This is an optimization exercise on Yosys and OpenROAD, whose aim is small area, a short achievable clock period and few clock cycles per item, not a production implementation.
Only simulation tests tie the RTL to the original design; equivalence was not proved.
Power and IR drop assume default switching activity.

## design/flow/config.mk

```make
export PLATFORM = sky130hd
export DESIGN_NAME = servo_recipe_sequencer_top
export DESIGN_NICKNAME = servo_recipe_sequencer_top
export VERILOG_FILES = /design/flow/design.v
export SDC_FILE = /design/flow/constraint.sdc
export NUM_CORES = 4
export LEC_CHECK = 0
export CAP_MARGIN = 20
export CORE_MARGIN = 2
export CORE_UTILIZATION = 40
export SLEW_MARGIN = 20
```

## design/flow/constraint.sdc

```tcl
create_clock -name core_clock -period 6.0 [get_ports {clk}]
set_input_delay 1.2000 -clock core_clock [delete_from_list [all_inputs] [get_ports {clk}]]
set_output_delay 1.2000 -clock core_clock [all_outputs]
set_load 0.01 [all_outputs]
```

## design/flow/design.v

```verilog
package srs_pkg;
  localparam int MODE_W   = 2;
  localparam int CHAR_W   = 8;
  localparam int LIDX_W   = 7;
  localparam int WORD_W   = 8;
  localparam int OPC_W    = 3;
  localparam int ARG_W    = 5;
  localparam int POS_W    = 3;
  localparam int PULSE_W  = 15;
  localparam int STATUS_W = 3;
  localparam int PCOUT_W  = 8;
  localparam int CNT_W    = 5;
  localparam int NUM_POS  = 6;
  localparam int CIDX_W   = 3;
  localparam int IN_TDATA_W  = 24;
  localparam int OUT_TDATA_W = 32;
  localparam logic [POS_W-1:0] POS_MAX = 3'd5;
  typedef enum logic [MODE_W-1:0] {
    MODE_TICK = 2'd0,
    MODE_CMD  = 2'd1,
    MODE_LOAD = 2'd2
  } mode_t;
  typedef enum logic [OPC_W-1:0] {
    OPC_END     = 3'd0,
    OPC_MOV     = 3'd1,
    OPC_WAIT    = 3'd2,
    OPC_LOOP    = 3'd4,
    OPC_ENDLOOP = 3'd5,
    OPC_RESET   = 3'd7
  } opc_t;
  typedef enum logic [STATUS_W-1:0] {
    ST_IDLE    = 3'd0,
    ST_EXEC    = 3'd1,
    ST_WAIT    = 3'd2,
    ST_PAUSED  = 3'd3,
    ST_RANGE   = 3'd4,
    ST_EXTREME = 3'd5,
    ST_ENDED   = 3'd6,
    ST_UNKNOWN = 3'd7
  } status_t;
  localparam logic [CHAR_W-1:0] CH_PAUSE    = 8'h70;   
  localparam logic [CHAR_W-1:0] CH_CONTINUE = 8'h63;   
  localparam logic [CHAR_W-1:0] CH_RIGHT    = 8'h72;   
  localparam logic [CHAR_W-1:0] CH_LEFT     = 8'h6C;   
  localparam logic [CHAR_W-1:0] CH_NOP      = 8'h6E;   
  localparam logic [CHAR_W-1:0] CH_RESTART  = 8'h62;   
  localparam logic [CHAR_W-1:0] CH_UPPER_A  = 8'h41;
  localparam logic [CHAR_W-1:0] CH_UPPER_Z  = 8'h5A;
  localparam logic [CHAR_W-1:0] CH_CASE_OFS = 8'h20;
  localparam logic [PULSE_W-1:0] PULSE_RESET_0 = 15'd430;
  localparam logic [PULSE_W-1:0] PULSE_RESET_1 = 15'd690;
  localparam logic [PULSE_W-1:0] PULSE_RESET_2 = 15'd955;
  localparam logic [PULSE_W-1:0] PULSE_RESET_3 = 15'd1220;
  localparam logic [PULSE_W-1:0] PULSE_RESET_4 = 15'd1485;
  localparam logic [PULSE_W-1:0] PULSE_RESET_5 = 15'd1750;
  typedef struct packed {
    logic             paused;
    logic [CNT_W-1:0] loop_cnt;
    logic [CNT_W-1:0] wait_cnt;
    logic [POS_W-1:0] pos;
  } srs_state_t;
endpackage
module srs_ram #(
  parameter int WIDTH  = 8,
  parameter int DEPTH  = 128,
  parameter int ADDR_W = $clog2(DEPTH)
) (
  input  logic              clk,
  input  logic              we,
  input  logic [ADDR_W-1:0] waddr,
  input  logic [WIDTH-1:0]  wdata,
  input  logic              re,
  input  logic [ADDR_W-1:0] raddr,
  output logic [WIDTH-1:0]  rdata
);
  logic [WIDTH-1:0] mem [DEPTH];
  always_ff @(posedge clk) begin
    if (we) begin
      mem[waddr] <= wdata;
    end
    if (re) begin
      rdata <= mem[raddr];
    end
  end
endmodule
import srs_pkg::*;
module srs_store #(
  parameter int DEPTH  = 128,
  parameter int ADDR_W = $clog2(DEPTH)
) (
  input  logic                      clk,
  input  logic                      rst_n,
  input  logic                      wr_en,
  input  logic [ADDR_W-1:0]         wr_addr,
  input  logic [srs_pkg::WORD_W-1:0] wr_data,
  input  logic                      rd_en,
  input  logic [ADDR_W-1:0]         rd_addr,
  output logic [srs_pkg::WORD_W-1:0] rd_data
);
  logic [DEPTH-1:0]  valid_r;
  logic              rd_valid_r;
  logic [WORD_W-1:0] ram_q;
  srs_ram #(
    .WIDTH  (WORD_W),
    .DEPTH  (DEPTH),
    .ADDR_W (ADDR_W)
  ) u_ram (
    .clk   (clk),
    .we    (wr_en),
    .waddr (wr_addr),
    .wdata (wr_data),
    .re    (rd_en),
    .raddr (rd_addr),
    .rdata (ram_q)
  );
  always_ff @(posedge clk) begin
    if (!rst_n) begin
      valid_r    <= '0;
      rd_valid_r <= 1'b0;
    end else begin
      if (wr_en) begin
        valid_r[wr_addr] <= 1'b1;
      end
      if (rd_en) begin
        rd_valid_r <= valid_r[rd_addr];
      end
    end
  end
  assign rd_data = rd_valid_r ? ram_q : '0;
endmodule
import srs_pkg::*;
module srs_exec #(
  parameter int RECIPE_DEPTH = 128,
  parameter int PC_W         = $clog2(RECIPE_DEPTH + 1)
) (
  input  srs_pkg::mode_t              mode,
  input  logic [srs_pkg::CHAR_W-1:0]  cmd_char,
  input  logic [srs_pkg::WORD_W-1:0]  word,
  input  srs_pkg::srs_state_t         st_in,
  input  logic [PC_W-1:0]             pc_in,
  input  logic [PC_W-1:0]             loop_start_in,
  output srs_pkg::srs_state_t         st_out,
  output logic [PC_W-1:0]             pc_out,
  output logic [PC_W-1:0]             loop_start_out,
  output srs_pkg::status_t            status
);
  srs_pkg::opc_t             opc;
  logic [ARG_W-1:0] arg;
  logic [POS_W-1:0] arg_pos;
  logic [POS_W-1:0] travel;
  logic [CHAR_W-1:0] ch_low;
  logic [PC_W-1:0]  pc_inc;
  logic             pc_end;
  always_comb begin
    opc     = srs_pkg::opc_t'(word[WORD_W-1 -: OPC_W]);
    arg     = word[ARG_W-1:0];
    arg_pos = arg[POS_W-1:0];
    travel  = (arg_pos > st_in.pos) ? (arg_pos - st_in.pos) : (st_in.pos - arg_pos);
    pc_inc  = pc_in + 1'b1;
    pc_end  = (pc_in >= PC_W'(RECIPE_DEPTH));
    if (cmd_char >= CH_UPPER_A && cmd_char <= CH_UPPER_Z) begin
      ch_low = cmd_char + CH_CASE_OFS;
    end else begin
      ch_low = cmd_char;
    end
  end
  always_comb begin
    st_out         = st_in;
    pc_out         = pc_in;
    loop_start_out = loop_start_in;
    status         = ST_IDLE;
    case (mode)
      MODE_TICK: begin
        if (st_in.wait_cnt != '0) begin
          st_out.wait_cnt = st_in.wait_cnt - 1'b1;
          status          = ST_WAIT;
        end else if (st_in.paused) begin
          status = ST_PAUSED;
        end else if (pc_end || word == '0 || opc == OPC_END) begin
          status = ST_ENDED;
        end else begin
          case (opc)
            OPC_MOV: begin
              pc_out = pc_inc;
              if (arg > ARG_W'(POS_MAX)) begin
                status = ST_RANGE;
              end else begin
                st_out.wait_cnt = CNT_W'({travel, 1'b0});
                st_out.pos      = arg_pos;
                status          = ST_EXEC;
              end
            end
            OPC_WAIT: begin
              st_out.wait_cnt = arg;
              pc_out          = pc_inc;
              status          = ST_EXEC;
            end
            OPC_LOOP: begin
              st_out.loop_cnt = arg;
              loop_start_out  = pc_inc;
              pc_out          = pc_inc;
              status          = ST_EXEC;
            end
            OPC_ENDLOOP: begin
              if (st_in.loop_cnt != '0) begin
                pc_out          = loop_start_in;
                st_out.loop_cnt = st_in.loop_cnt - 1'b1;
              end else begin
                pc_out = pc_inc;
              end
              status = ST_EXEC;
            end
            OPC_RESET: begin
              pc_out = '0;
              status = ST_EXEC;
            end
            default: begin
              status = ST_UNKNOWN;
            end
          endcase
        end
      end
      MODE_CMD: begin
        case (ch_low)
          CH_PAUSE: begin
            st_out.paused = 1'b1;
            status        = ST_PAUSED;
          end
          CH_CONTINUE: begin
            st_out.paused = 1'b0;
          end
          CH_RIGHT: begin
            if (st_in.pos == '0) begin
              status = ST_EXTREME;
            end else begin
              st_out.pos      = st_in.pos - 1'b1;
              st_out.wait_cnt = CNT_W'(2);
              status          = ST_EXEC;
            end
          end
          CH_LEFT: begin
            if (st_in.pos >= POS_MAX) begin
              status = ST_EXTREME;
            end else begin
              st_out.pos      = st_in.pos + 1'b1;
              st_out.wait_cnt = CNT_W'(2);
              status          = ST_EXEC;
            end
          end
          CH_NOP: begin
            status = ST_IDLE;
          end
          CH_RESTART: begin
            pc_out        = '0;
            st_out.paused = 1'b0;
          end
          default: begin
            status = ST_UNKNOWN;
          end
        endcase
      end
      default: begin
        status = ST_IDLE;
      end
    endcase
  end
endmodule
import srs_pkg::*;
module servo_recipe_sequencer_top #(
  parameter int RECIPE_DEPTH = 128
) (
  input  logic                               clk,
  input  logic                               rst_n,
  input  logic                               in_tvalid,
  output logic                               in_tready,
  input  logic [srs_pkg::IN_TDATA_W-1:0]     in_tdata,
  input  logic [srs_pkg::MODE_W-1:0]         in_tuser,
  output logic                               out_tvalid,
  input  logic                               out_tready,
  output logic [srs_pkg::OUT_TDATA_W-1:0]    out_tdata,
  input  logic                               cfg_valid,
  output logic                               cfg_ready,
  input  logic [srs_pkg::CIDX_W-1:0]         cfg_index,
  input  logic [srs_pkg::PULSE_W-1:0]        cfg_data
);
  localparam int ADDR_W = $clog2(RECIPE_DEPTH);
  localparam int PC_W   = $clog2(RECIPE_DEPTH + 1);
  logic [CHAR_W-1:0] in_cmd_char;
  logic [LIDX_W-1:0] in_load_index;
  logic [WORD_W-1:0] in_load_word;
  srs_pkg::mode_t             in_mode;
  logic              in_fire;
  logic              load_en;
  assign in_cmd_char   = in_tdata[CHAR_W-1:0];
  assign in_load_index = in_tdata[CHAR_W +: LIDX_W];
  assign in_load_word  = in_tdata[CHAR_W + LIDX_W +: WORD_W];
  assign in_mode       = srs_pkg::mode_t'(in_tuser);
  assign in_fire       = in_tvalid && in_tready;
  assign load_en       = in_fire && (in_mode == MODE_LOAD)
                         && (32'(in_load_index) < RECIPE_DEPTH);
  srs_pkg::srs_state_t        st_r;
  logic [PC_W-1:0]   pc_r;
  logic [PC_W-1:0]   loop_start_r;
  logic [PULSE_W-1:0] pulse_r [NUM_POS];
  logic              s1_valid_r;
  srs_pkg::mode_t             s1_mode_r;
  logic [CHAR_W-1:0] s1_cmd_r;
  logic              s1_fire;
  logic               out_valid_r;
  logic [POS_W-1:0]   out_pos_r;
  logic [PULSE_W-1:0] out_pulse_r;
  srs_pkg::status_t            out_status_r;
  logic [PCOUT_W-1:0] out_pc_r;
  logic [WORD_W-1:0]  rd_word;
  srs_pkg::srs_state_t         st_nxt;
  logic [PC_W-1:0]    pc_nxt;
  logic [PC_W-1:0]    loop_start_nxt;
  srs_pkg::status_t            status_nxt;
  logic [PULSE_W-1:0] pulse_nxt;
  assign in_tready = !s1_valid_r;
  assign s1_fire   = s1_valid_r && (!out_valid_r || out_tready);
  assign cfg_ready = 1'b1;
  srs_store #(
    .DEPTH  (RECIPE_DEPTH),
    .ADDR_W (ADDR_W)
  ) u_store (
    .clk     (clk),
    .rst_n   (rst_n),
    .wr_en   (load_en),
    .wr_addr (ADDR_W'(in_load_index)),
    .wr_data (in_load_word),
    .rd_en   (in_fire),
    .rd_addr (pc_r[ADDR_W-1:0]),
    .rd_data (rd_word)
  );
  srs_exec #(
    .RECIPE_DEPTH (RECIPE_DEPTH),
    .PC_W         (PC_W)
  ) u_exec (
    .mode           (s1_mode_r),
    .cmd_char       (s1_cmd_r),
    .word           (rd_word),
    .st_in          (st_r),
    .pc_in          (pc_r),
    .loop_start_in  (loop_start_r),
    .st_out         (st_nxt),
    .pc_out         (pc_nxt),
    .loop_start_out (loop_start_nxt),
    .status         (status_nxt)
  );
  always_comb begin
    case (st_nxt.pos)
      3'd0:    pulse_nxt = pulse_r[0];
      3'd1:    pulse_nxt = pulse_r[1];
      3'd2:    pulse_nxt = pulse_r[2];
      3'd3:    pulse_nxt = pulse_r[3];
      3'd4:    pulse_nxt = pulse_r[4];
      default: pulse_nxt = pulse_r[5];
    endcase
  end
  always_ff @(posedge clk) begin
    if (!rst_n) begin
      pulse_r[0] <= PULSE_RESET_0;
      pulse_r[1] <= PULSE_RESET_1;
      pulse_r[2] <= PULSE_RESET_2;
      pulse_r[3] <= PULSE_RESET_3;
      pulse_r[4] <= PULSE_RESET_4;
      pulse_r[5] <= PULSE_RESET_5;
    end else if (cfg_valid && cfg_ready && (cfg_index < CIDX_W'(NUM_POS))) begin
      pulse_r[cfg_index] <= cfg_data;
    end
  end
  always_ff @(posedge clk) begin
    if (!rst_n) begin
      s1_valid_r   <= 1'b0;
      st_r         <= '0;
      pc_r         <= '0;
      loop_start_r <= '0;
    end else begin
      if (in_fire) begin
        s1_valid_r <= 1'b1;
      end else if (s1_fire) begin
        s1_valid_r <= 1'b0;
      end
      if (s1_fire) begin
        st_r         <= st_nxt;
        pc_r         <= pc_nxt;
        loop_start_r <= loop_start_nxt;
      end
    end
  end
  always_ff @(posedge clk) begin
    if (in_fire) begin
      s1_mode_r <= in_mode;
      s1_cmd_r  <= in_cmd_char;
    end
  end
  always_ff @(posedge clk) begin
    if (!rst_n) begin
      out_valid_r <= 1'b0;
    end else if (s1_fire) begin
      out_valid_r <= 1'b1;
    end else if (out_tready) begin
      out_valid_r <= 1'b0;
    end
  end
  always_ff @(posedge clk) begin
    if (s1_fire) begin
      out_pos_r    <= st_nxt.pos;
      out_pulse_r  <= pulse_nxt;
      out_status_r <= status_nxt;
      out_pc_r     <= PCOUT_W'(pc_nxt);
    end
  end
  assign out_tvalid = out_valid_r;
  assign out_tdata  = {3'b000, out_pc_r, out_status_r, out_pulse_r, out_pos_r};
endmodule
```

## design/flow/run.sh

```bash
#!/bin/bash
# synth_recipe.tcl (not shown) runs the flow's synth.tcl, then flattens the netlist and writes it again
# the make line also repeats each setting of config.mk as NAME=value (left out here)
make -C /OpenROAD-flow-scripts/flow DESIGN_CONFIG=/design/flow/config.mk WORK_HOME=/design/flow/orfs CLKGATE_MAP_FILE= SYNTH_SCRIPT=/design/flow/synth_recipe.tcl finish
```

==> reports/metrics.cfg <==
[synthesis]
synth-seq-cells=1322
ys_async_sr_fraction=0
synthAdderAreaFrac=0.00455
yosysTopAreaCell=edfxtp_1
synth_flop_cell=edfxtp_1
synth_mux_area_frac=0.167
ys_types=67
syn_area_sq_mm=0.0528
synthCells=2944
avgSynthCellArea_sq_um=17.9
synth_top_family_by_area=multiplexers
synthSimpleGateAreaFrac=0.0539
synth_edf_count=1161
ys.warnings.count=4
yosys.area_share.xor_xnor=0.00199
synth_top_area_frac=0.660
synth-compound-area-share=0.0353
yosys-top-cells-area=edfxtp_1, mux4_2, dfxtp_1
seq_area_frac_synth=0.721

[sta]
fin_crit_ns=3.99
finalHoldViolCount=0
slew_headroom=0.255
rsz0062_at_grt=no
setup_viol=0
setup_total_negative_slack_ns=0
max_slew.worst_pin.slew_ns=1.11
period_share=0.665
fmax_mhz=250
skew_ns=0.0264
slew_viol_final=0

[grt]
grt_use_total=0.185
grt_overflow=0
grt_util_met1=0.253
grt_max_degree=117
grt_pass1_wl_um=185000
antenna_found_initial=1
grt_use_met2=0.301
busiest_layer=met2
grt_pass1_vias=28127
grt_util_met3=0.0328

[worst_setup_path]
worst_setup_path_end_kind=flip-flop
critical_path_class=flip-flop to flip-flop
required_ns=6.45
critPathMaxFanout=46
crit_path_start_kind=flip-flop
arrival_ns=4.44

[power]
power.density_mw_per_mm2=318
p_leak_nw=18.3
ir_drop_uv=316
p_total_mw=19.1

[cells_and_area]
final_util=0.457
layout-drive-gt1-share=0.207
mostFrequentLayoutCell=edfxtp_1
num_antenna_cells=0
fillCellCount=10922
area_growth_pct=13.5
layout_common_cells=edfxtp_1, nor2_1, mux4_2, dfxtp_1, a21oi_1
final_cells=4906
fin_nets=3112

[clock_network]
holdBufCountCts=0
tritoncts=done
ctsResizeCount=0
cts.sinks=1322
cts_buffer_depth=3
worstSkewPairLatency_ns=0.76
cts_setup_buffers=0
clk_pin_slew_ns=0.06
cts_buffers=137
htree_num_levels=4
cts-root-buf=clkbuf_16

[place]
placedCellCount=4659
gp_congestion=0.834
hpwl_um=75800
portBuffers=78

[floorplanning]
core_area_sq_mm=0.131
initial_core_util=0.402
ios=84
die_x_um=367
rows=133
die_h_um=367
fp.dieArea_sq_mm=0.135

[route]
drt_wl_total_um=125000
route.detailed.drc=0
first_pass_iters=6
first_iter_violations=3237
vias_per_cell=5.62
wl_per_cell_um=25.4
vias=27581
ant_nets=0

[flow_run]
drv_cap=0

[status]
status=finished clean

[worst_hold_path]
hp-class=flip-flop to flip-flop

==> cells in the mapped netlist (all sizes together), types with 3 or more instances <==
library cell / number
a22oi: 24
nor3: 16
and2: 18
nand2b: 20
nand2: 113
edfxtp: 1161
or4: 5
nor4b: 3
o21ai: 48
o211a: 5
nand3b: 7
buf: 55
a211oi: 13
clkbuf: 112
a21o: 3
o21a: 3
a2bb2oi: 16
nor2: 405
nand3: 20
xnor2: 9
or2: 3
inv: 47
nor4: 3
xor2: 3
ha: 16
mux2i: 30
and3: 5
nor4bb: 3
nor3b: 4
mux4: 378
a21oi: 156
o22ai: 16
nor2b: 16
nand4: 10
or3: 4
dfxtp: 161
==> through the flow <==
step	setup slack (ns)	cell area (sq um)	hold WS, ns
after CTS	2.02	60000	0.464
after floorplan	1.95	52800	0.431
final	2.01	60000	0.464
after global routing	1.72	60000	0.486
after global placement	1.35	55600	0.441
after detailed placement	1.30	55600	0.449
==> where the power goes <==
| part | internal, mW | total, mW | switching [mW] |
|---|---|---|---|
| Combinational | 0.223 | 0.680 | 0.456 |
| Sequential | 10.1 | 10.1 | 0.0714 |
| Clock | 4.80 | 8.23 | 3.43 |
==> cell families after synthesis <==
family | count (synthesis)
compound gates | 309
xor+xnor | 12
simple gates | 659
mux | 408
buf+inv | 214
flops | 1322
other cells | 2
fa+ha+maj | 18
==> path summary, 6_finish.rpt <==
check | startpoint | endpoint | slack (ns) | depth (start not counted)
worst max-delay path | st_r[0] | out_pulse_r[2] | 2.01 | 11
worst min-delay path | u_store.valid_r[44] | u_store.valid_r[44] | 0.46 | 2
worst max register to register | st_r[0] | out_pulse_r[2] | 2.01 | 11
worst min register to register | u_store.valid_r[44] | u_store.valid_r[44] | 0.46 | 2
==> routing by layer <==
metal | routed length, um | vias to the layer above
met1 | 52300 | 14455
met4 | 3140 | 2
met5 | 13 | -
li1 | - | 11917
met3 | 7960 | 183
met2 | 61300 | 1024
==> cell type report <==
class | instances | area (sq um) | share of cell area
sequential | 1322 | 38100 | 0.635
multi-input combinational | 1410 | 13900 | 0.232
clock buffer | 173 | 3700 | 0.0617
tap | 1755 | 2200 | 0.0366
timing repair buffer | 127 | 1230 | 0.0205
clock inverter | 72 | 647 | 0.0108
inverter | 47 | 179 | 0.00298
==> critical path, stage by stage (launching register included) <==
cell,delay (ns)
dfxtp_1,0.56
inv_1,0.23
ha_1,0.26
nor3b_1,0.14
o211a_1,0.24
o2111ai_1,0.19
a21oi_1,0.12
nor2_2,0.71
inv_2,0.56
o21ai_0,0.34
a22oi_1,0.13
a2bb2oi_1,0.19
==> sequential cells by signal (all words and copies together) (netlist names), 3 cells and up <==
name / count
pc_r: 8
s1_cmd_r: 8
loop_start_r: 8
u_store.u_ram.mem: 1024
out_pc_r: 8
out_status_r: 3
out_pulse_r: 15
out_pos_r: 3
st_r: 14
u_store.u_ram.rdata: 8
pulse_r: 90
u_store.valid_r: 128
Testbench counts, summed over its fixed seeds: cycles 25,794, items 12,885.

static timing again, ports no longer ideal:
No port has a modelled driver above. Below, the same layout with a new extraction and two added sets of constraints. Step 1, drivers: a clkbuf_16 drives clk and a buf_2 each remaining input, both assumed. Step 2 also shifts input and output timing later by t, the mid clock arrival at the registers, as if the neighbouring blocks saw the same clock. Three values: no drivers, after step 1, after step 2; two values: the first two.
t (ns): 0.814
setup WS [ns]: 2.008 / 2.008 / 1.316
clock arrival spread, ns: 0.029 / 0.030
After both steps this run still meets setup and hold. For this run, drivers alone change the setup slack by 0.000 ns; drivers and shift together by -0.692 ns.
